This is an optimization exercise on Yosys and OpenROAD, whose aim is small area, a short achievable clock period and few clock cycles per item, not a production implementation. Power and IR drop assume default switching activity.

Setup of red:
==> module bch_berlekamp, before the edit <==
module bch_berlekamp (
	input                          clk,
	input                          rstn,
	input                          i_valid,
	output                         o_take,
	output                         o_free_next,
	input  [7:0]                   i_s1,
	input  [7:0]                   i_s3,
	input                          i_is63,
	output logic                   o_finish,
	output [8-1:0]        o_odata
);
	logic       s_idle, s_a, s_b, s_c, s_e1, s_e2, s_add, s_sort, s_o0, s_o1;
	logic       n_idle, n_a, n_b, n_c, n_e1, n_e2, n_add, n_sort, n_o0, n_o1;
	logic [2:0] j_q;
	logic       is63_q;
	logic [7:0] z_q;
	logic [7:0] r_q;
	logic [7:0] a_q;
	logic       first_q;
	logic       valid_q;
	logic       hit_q;
	logic       zero_q;
	logic [4:0] gi_q;
	logic       hit_n;
	logic [4:0] gi_n;
	logic       zero;
	logic       found;
	logic [7:0] l;
	logic [7:0] z_step;
	logic       srch;
	logic [7:0] r_sq;
	logic [7:0] r_exp;
	logic [1:0] a_bits;
	logic       b_last;
	logic [7:0] y;
	logic [7:0] s1_red;
	logic [7:0] s3_red;
	logic [7:0] add_in;
	logic [7:0] p;
	logic       lt;
	logic       load;
	logic       is63_n;
	assign zero = zero_q;
	assign found = valid_q && (hit_q || zero);
	assign l = zero ? 8'd255 : {gi_q, j_q};
	always_comb begin
		if (is63_q) begin
			a_bits = {a_q[3'd5 - {j_q[1:0], 1'b0}], a_q[3'd4 - {j_q[1:0], 1'b0}]};
			r_sq = bch_pkg::lin(r_q, bch_pkg::M_SQ_63);
			y = bch_pkg::lin(r_q, bch_pkg::M_LT_63) ^ bch_pkg::L1_63;
			b_last = (j_q == 3'd2);
		end else begin
			a_bits = {a_q[3'd7 - {j_q[1:0], 1'b0}], a_q[3'd6 - {j_q[1:0], 1'b0}]};
			r_sq = bch_pkg::lin(r_q, bch_pkg::M_SQ_255);
			y = bch_pkg::lin(r_q, bch_pkg::M_LT_255) ^ bch_pkg::L1_255;
			b_last = (j_q == 3'd3);
		end
		r_exp = a_bits[0] ? bch_pkg::div_x3(is63_q, r_sq) : r_sq;
		if (a_bits[1]) r_exp = bch_pkg::div_x3(is63_q, bch_pkg::div_x3(is63_q, r_exp));
		z_step = bch_pkg::div_a(is63_q, z_q);
		if (i_is63) begin
			s1_red = bch_pkg::lin(i_s1, bch_pkg::M_R1_63);
			s3_red = bch_pkg::lin(i_s3, bch_pkg::M_R3_63);
		end else begin
			s1_red = i_s1;
			s3_red = i_s3;
		end
	end
	assign add_in = first_q ? r_q : z_q;
	assign p = bch_pkg::add_mod(is63_q, a_q, add_in);
	assign lt = (r_q < z_q);
	assign load = (s_idle || s_o1) && i_valid;
	assign o_take = load;
	always_comb begin
		n_idle = (s_idle || s_o1) && !i_valid;
		n_a = load || (s_a && !found);
		n_b = (s_a && found && !zero) || (s_b && !b_last);
		n_c = s_b && b_last;
		n_e1 = s_c || (s_e1 && !found);
		n_e2 = (s_e1 && found) || (s_e2 && !found);
		n_add = s_e2 && found;
		n_sort = s_add;
		n_o0 = s_sort || (s_a && found && zero);
		n_o1 = s_o0;
	end
	assign o_free_next = n_idle || n_o1;
	assign is63_n = load ? i_is63 : is63_q;
	bch_chien u_search (
		.i_z    (z_q),
		.i_is63 (is63_q),
		.o_hit  (hit_n),
		.o_i    (gi_n)
	);
	always_ff @(posedge clk or negedge rstn) begin
		if (!rstn) begin
			s_idle <= 1'b1;
			s_a <= 1'b0;
			s_b <= 1'b0;
			s_c <= 1'b0;
			s_e1 <= 1'b0;
			s_e2 <= 1'b0;
			s_add <= 1'b0;
			s_sort <= 1'b0;
			s_o0 <= 1'b0;
			s_o1 <= 1'b0;
			o_finish <= 1'b0;
		end else begin
			s_idle <= n_idle;
			s_a <= n_a;
			s_b <= n_b;
			s_c <= n_c;
			s_e1 <= n_e1;
			s_e2 <= n_e2;
			s_add <= n_add;
			s_sort <= n_sort;
			s_o0 <= n_o0;
			s_o1 <= n_o1;
			o_finish <= n_o0 || n_o1;
		end
	end
	always_ff @(posedge clk) begin
		hit_q <= hit_n;
		zero_q <= (z_q == 8'd0);
		gi_q <= gi_n;
		if (load || s_c || (s_e1 && found)) begin
			j_q <= 3'd7;
		end else if (s_a && found) begin
			j_q <= 3'd0;
		end else begin
			j_q <= j_q + 3'd1;
		end
		first_q <= s_e1 && found;
		is63_q <= is63_n;
		if (s_a && found) begin
			a_q <= l;
		end
		valid_q <= (s_a || s_e1 || s_e2) && !found;
		if (load) begin
			z_q <= s1_red;
		end else if (s_a) begin
			z_q <= (found && zero) ? 8'd255 : z_step;
		end else if (s_c) begin
			z_q <= y;
		end else if (s_e1) begin
			z_q <= found ? (y ^ 8'd1) : z_step;
		end else if (s_e2) begin
			z_q <= found ? l : z_step;
		end else if (s_add) begin
			z_q <= p;
		end else if (s_sort) begin
			if (lt) z_q <= r_q;
		end else if (s_o0) begin
			z_q <= r_q;
		end
		if (load) begin
			r_q <= s3_red;
		end else if (s_a && found && zero) begin
			r_q <= 8'd255;
		end else if (s_b) begin
			r_q <= r_exp;
		end else if (s_e1 && found) begin
			r_q <= l;
		end else if (first_q && r_q != 8'd255) begin
			r_q <= p;
		end else if (s_sort && lt) begin
			r_q <= z_q;
		end
	end
	assign o_odata = z_q;
endmodule
Settings: LEC_CHECK=0, CAP_MARGIN=20, CORE_MARGIN=2, CORE_UTILIZATION=40, SLEW_MARGIN=20; clock period 10.0 ns.
standard.sh (not shown) runs the stock make flow with config.mk's settings and CLKGATE_MAP_FILE= SYNTH_SCRIPT=/design/flow/synth_recipe.tcl, a recipe that flattens the netlist after the stock synthesis.
==> flow/flow/run.sh <==
#!/bin/bash
# Standard layout, with timing repair aiming for 6.5 ns of setup slack at the
# 10 ns clock, so the paths are optimised for a shorter achieved period.
set -euo pipefail
bash standard.sh SETUP_SLACK_MARGIN=6.5 finish > make_finish.log 2>&1
Modified inputs, blue compared to red
--- a/flow/design.v
+++ b/flow/design.v
@@ -152,7 +152,6 @@
 	logic [7:0] r_q;
 	logic [7:0] a_q;
 	logic       first_q;
-	logic       valid_q;
 	logic       hit_q;
 	logic       zero_q;
 	logic [4:0] gi_q;
@@ -162,7 +161,7 @@
 	logic       found;
 	logic [7:0] l;
 	logic [7:0] z_step;
-	logic       srch;
+	logic [7:0] z_srch;
 	logic [7:0] r_sq;
 	logic [7:0] r_exp;
 	logic [1:0] a_bits;
@@ -176,7 +175,7 @@
 	logic       load;
 	logic       is63_n;
 	assign zero = zero_q;
-	assign found = valid_q && (hit_q || zero);
+	assign found = hit_q || zero;
 	assign l = zero ? 8'd255 : {gi_q, j_q};
 	always_comb begin
 		if (is63_q) begin
@@ -209,20 +208,31 @@
 	always_comb begin
 		n_idle = (s_idle || s_o1) && !i_valid;
 		n_a = load || (s_a && !found);
-		n_b = (s_a && found && !zero) || (s_b && !b_last);
+		n_b = (s_a && hit_q && !zero) || (s_b && !b_last);
 		n_c = s_b && b_last;
 		n_e1 = s_c || (s_e1 && !found);
 		n_e2 = (s_e1 && found) || (s_e2 && !found);
 		n_add = s_e2 && found;
 		n_sort = s_add;
-		n_o0 = s_sort || (s_a && found && zero);
+		n_o0 = s_sort || (s_a && zero);
 		n_o1 = s_o0;
 	end
 	assign o_free_next = n_idle || n_o1;
 	assign is63_n = load ? i_is63 : is63_q;
+	always_comb begin
+		if (load) begin
+			z_srch = s1_red;
+		end else if (s_c) begin
+			z_srch = y;
+		end else if (s_e1 && found) begin
+			z_srch = y ^ 8'd1;
+		end else begin
+			z_srch = z_step;
+		end
+	end
 	bch_chien u_search (
-		.i_z    (z_q),
-		.i_is63 (is63_q),
+		.i_z    (z_srch),
+		.i_is63 (is63_n),
 		.o_hit  (hit_n),
 		.o_i    (gi_n)
 	);
@@ -255,25 +265,22 @@
 	end
 	always_ff @(posedge clk) begin
 		hit_q <= hit_n;
-		zero_q <= (z_q == 8'd0);
+		zero_q <= (z_srch == 8'd0);
 		gi_q <= gi_n;
-		if (load || s_c || (s_e1 && found)) begin
-			j_q <= 3'd7;
-		end else if (s_a && found) begin
-			j_q <= 3'd0;
+		if (load || s_c || (s_b ? b_last : found)) begin
+			j_q <= '0;
 		end else begin
 			j_q <= j_q + 3'd1;
 		end
 		first_q <= s_e1 && found;
 		is63_q <= is63_n;
-		if (s_a && found) begin
+		if (s_a && hit_q) begin
 			a_q <= l;
 		end
-		valid_q <= (s_a || s_e1 || s_e2) && !found;
 		if (load) begin
 			z_q <= s1_red;
 		end else if (s_a) begin
-			z_q <= (found && zero) ? 8'd255 : z_step;
+			z_q <= zero ? 8'd255 : z_step;
 		end else if (s_c) begin
 			z_q <= y;
 		end else if (s_e1) begin
@@ -289,7 +296,7 @@
 		end
 		if (load) begin
 			r_q <= s3_red;
-		end else if (s_a && found && zero) begin
+		end else if (s_a && zero) begin
 			r_q <= 8'd255;
 		end else if (s_b) begin
 			r_q <= r_exp;
### Flow results
blue finished every step from synthesis to the final layout, and the layout passed the timing, DRC and antenna checks. red: no failed stages, no open violations at the end. Number of clock sinks went down slightly going from red to blue. When the final numbers for blue and red were put side by side, the end-of-flow core utilization turned out to be smaller in blue. Of blue and red, blue shows the higher delay contributed by the slowest stage of the critical path, with red below it. Total nets after synthesis sits higher in blue than in red. Taking red as the reference, in blue clock-pin slew on the worst setup and hold paths closely matched the old numbers, sequential cell count decreased by 1 relative to the old numbers. Compare blue and red | count of flip-flops with a built-in enable after synthesis higher: red. blue against red: combinational cell fraction of total power dropped 0.7 points; placeable core region climbed 8.0%; count of buffers not belonging to the clock network in the layout dropped about 24%. Pin count of the biggest net entering global routing was lower in the run labelled blue. Sequential fraction of total cell area: blue vs red down 1.6 points. blue — area growth from synthesis to final layout 1.4 points lower, red as reference. Between red and blue, the flow reports met3 wire length decreasing by a little under 10%.
Function was not checked in any run of this note: the RTL went through the layout flow alone.

## re-timing with driven ports
Ports are ideal in the flow. The routed layouts listed here were re-timed in OpenROAD. Step 1 (the two cells are an assumption about what drives the block):
set clk [get_ports {clk}]
set_driving_cell -lib_cell sky130_fd_sc_hd__clkbuf_16 $clk
set_driving_cell -lib_cell sky130_fd_sc_hd__buf_2 [delete_from_list [all_inputs] $clk]
Step 2 also shifts input and output timing later by t, the mid clock arrival at the registers, as if the neighbouring blocks saw the same clock. Slacks: ideal / step 1 / step 2; pairs: ideal / step 1.
run | shift t [ns] | setup WS [ns] | hold WS [ns] | latest minus earliest clock arrival (ns) | slew at the worst register clock pin (ns)
red | 0.384 | 6.418 / 6.374 / 6.462 | 0.427 / 0.427 / 0.427 | 0.012 / 0.013 | 0.06 / 0.06
blue | 0.383 | 6.516 / 6.472 / 6.596 | 0.445 / 0.445 / 0.445 | 0.012 / 0.012 | 0.06 / 0.06
After both steps setup and hold are still met in every run listed.
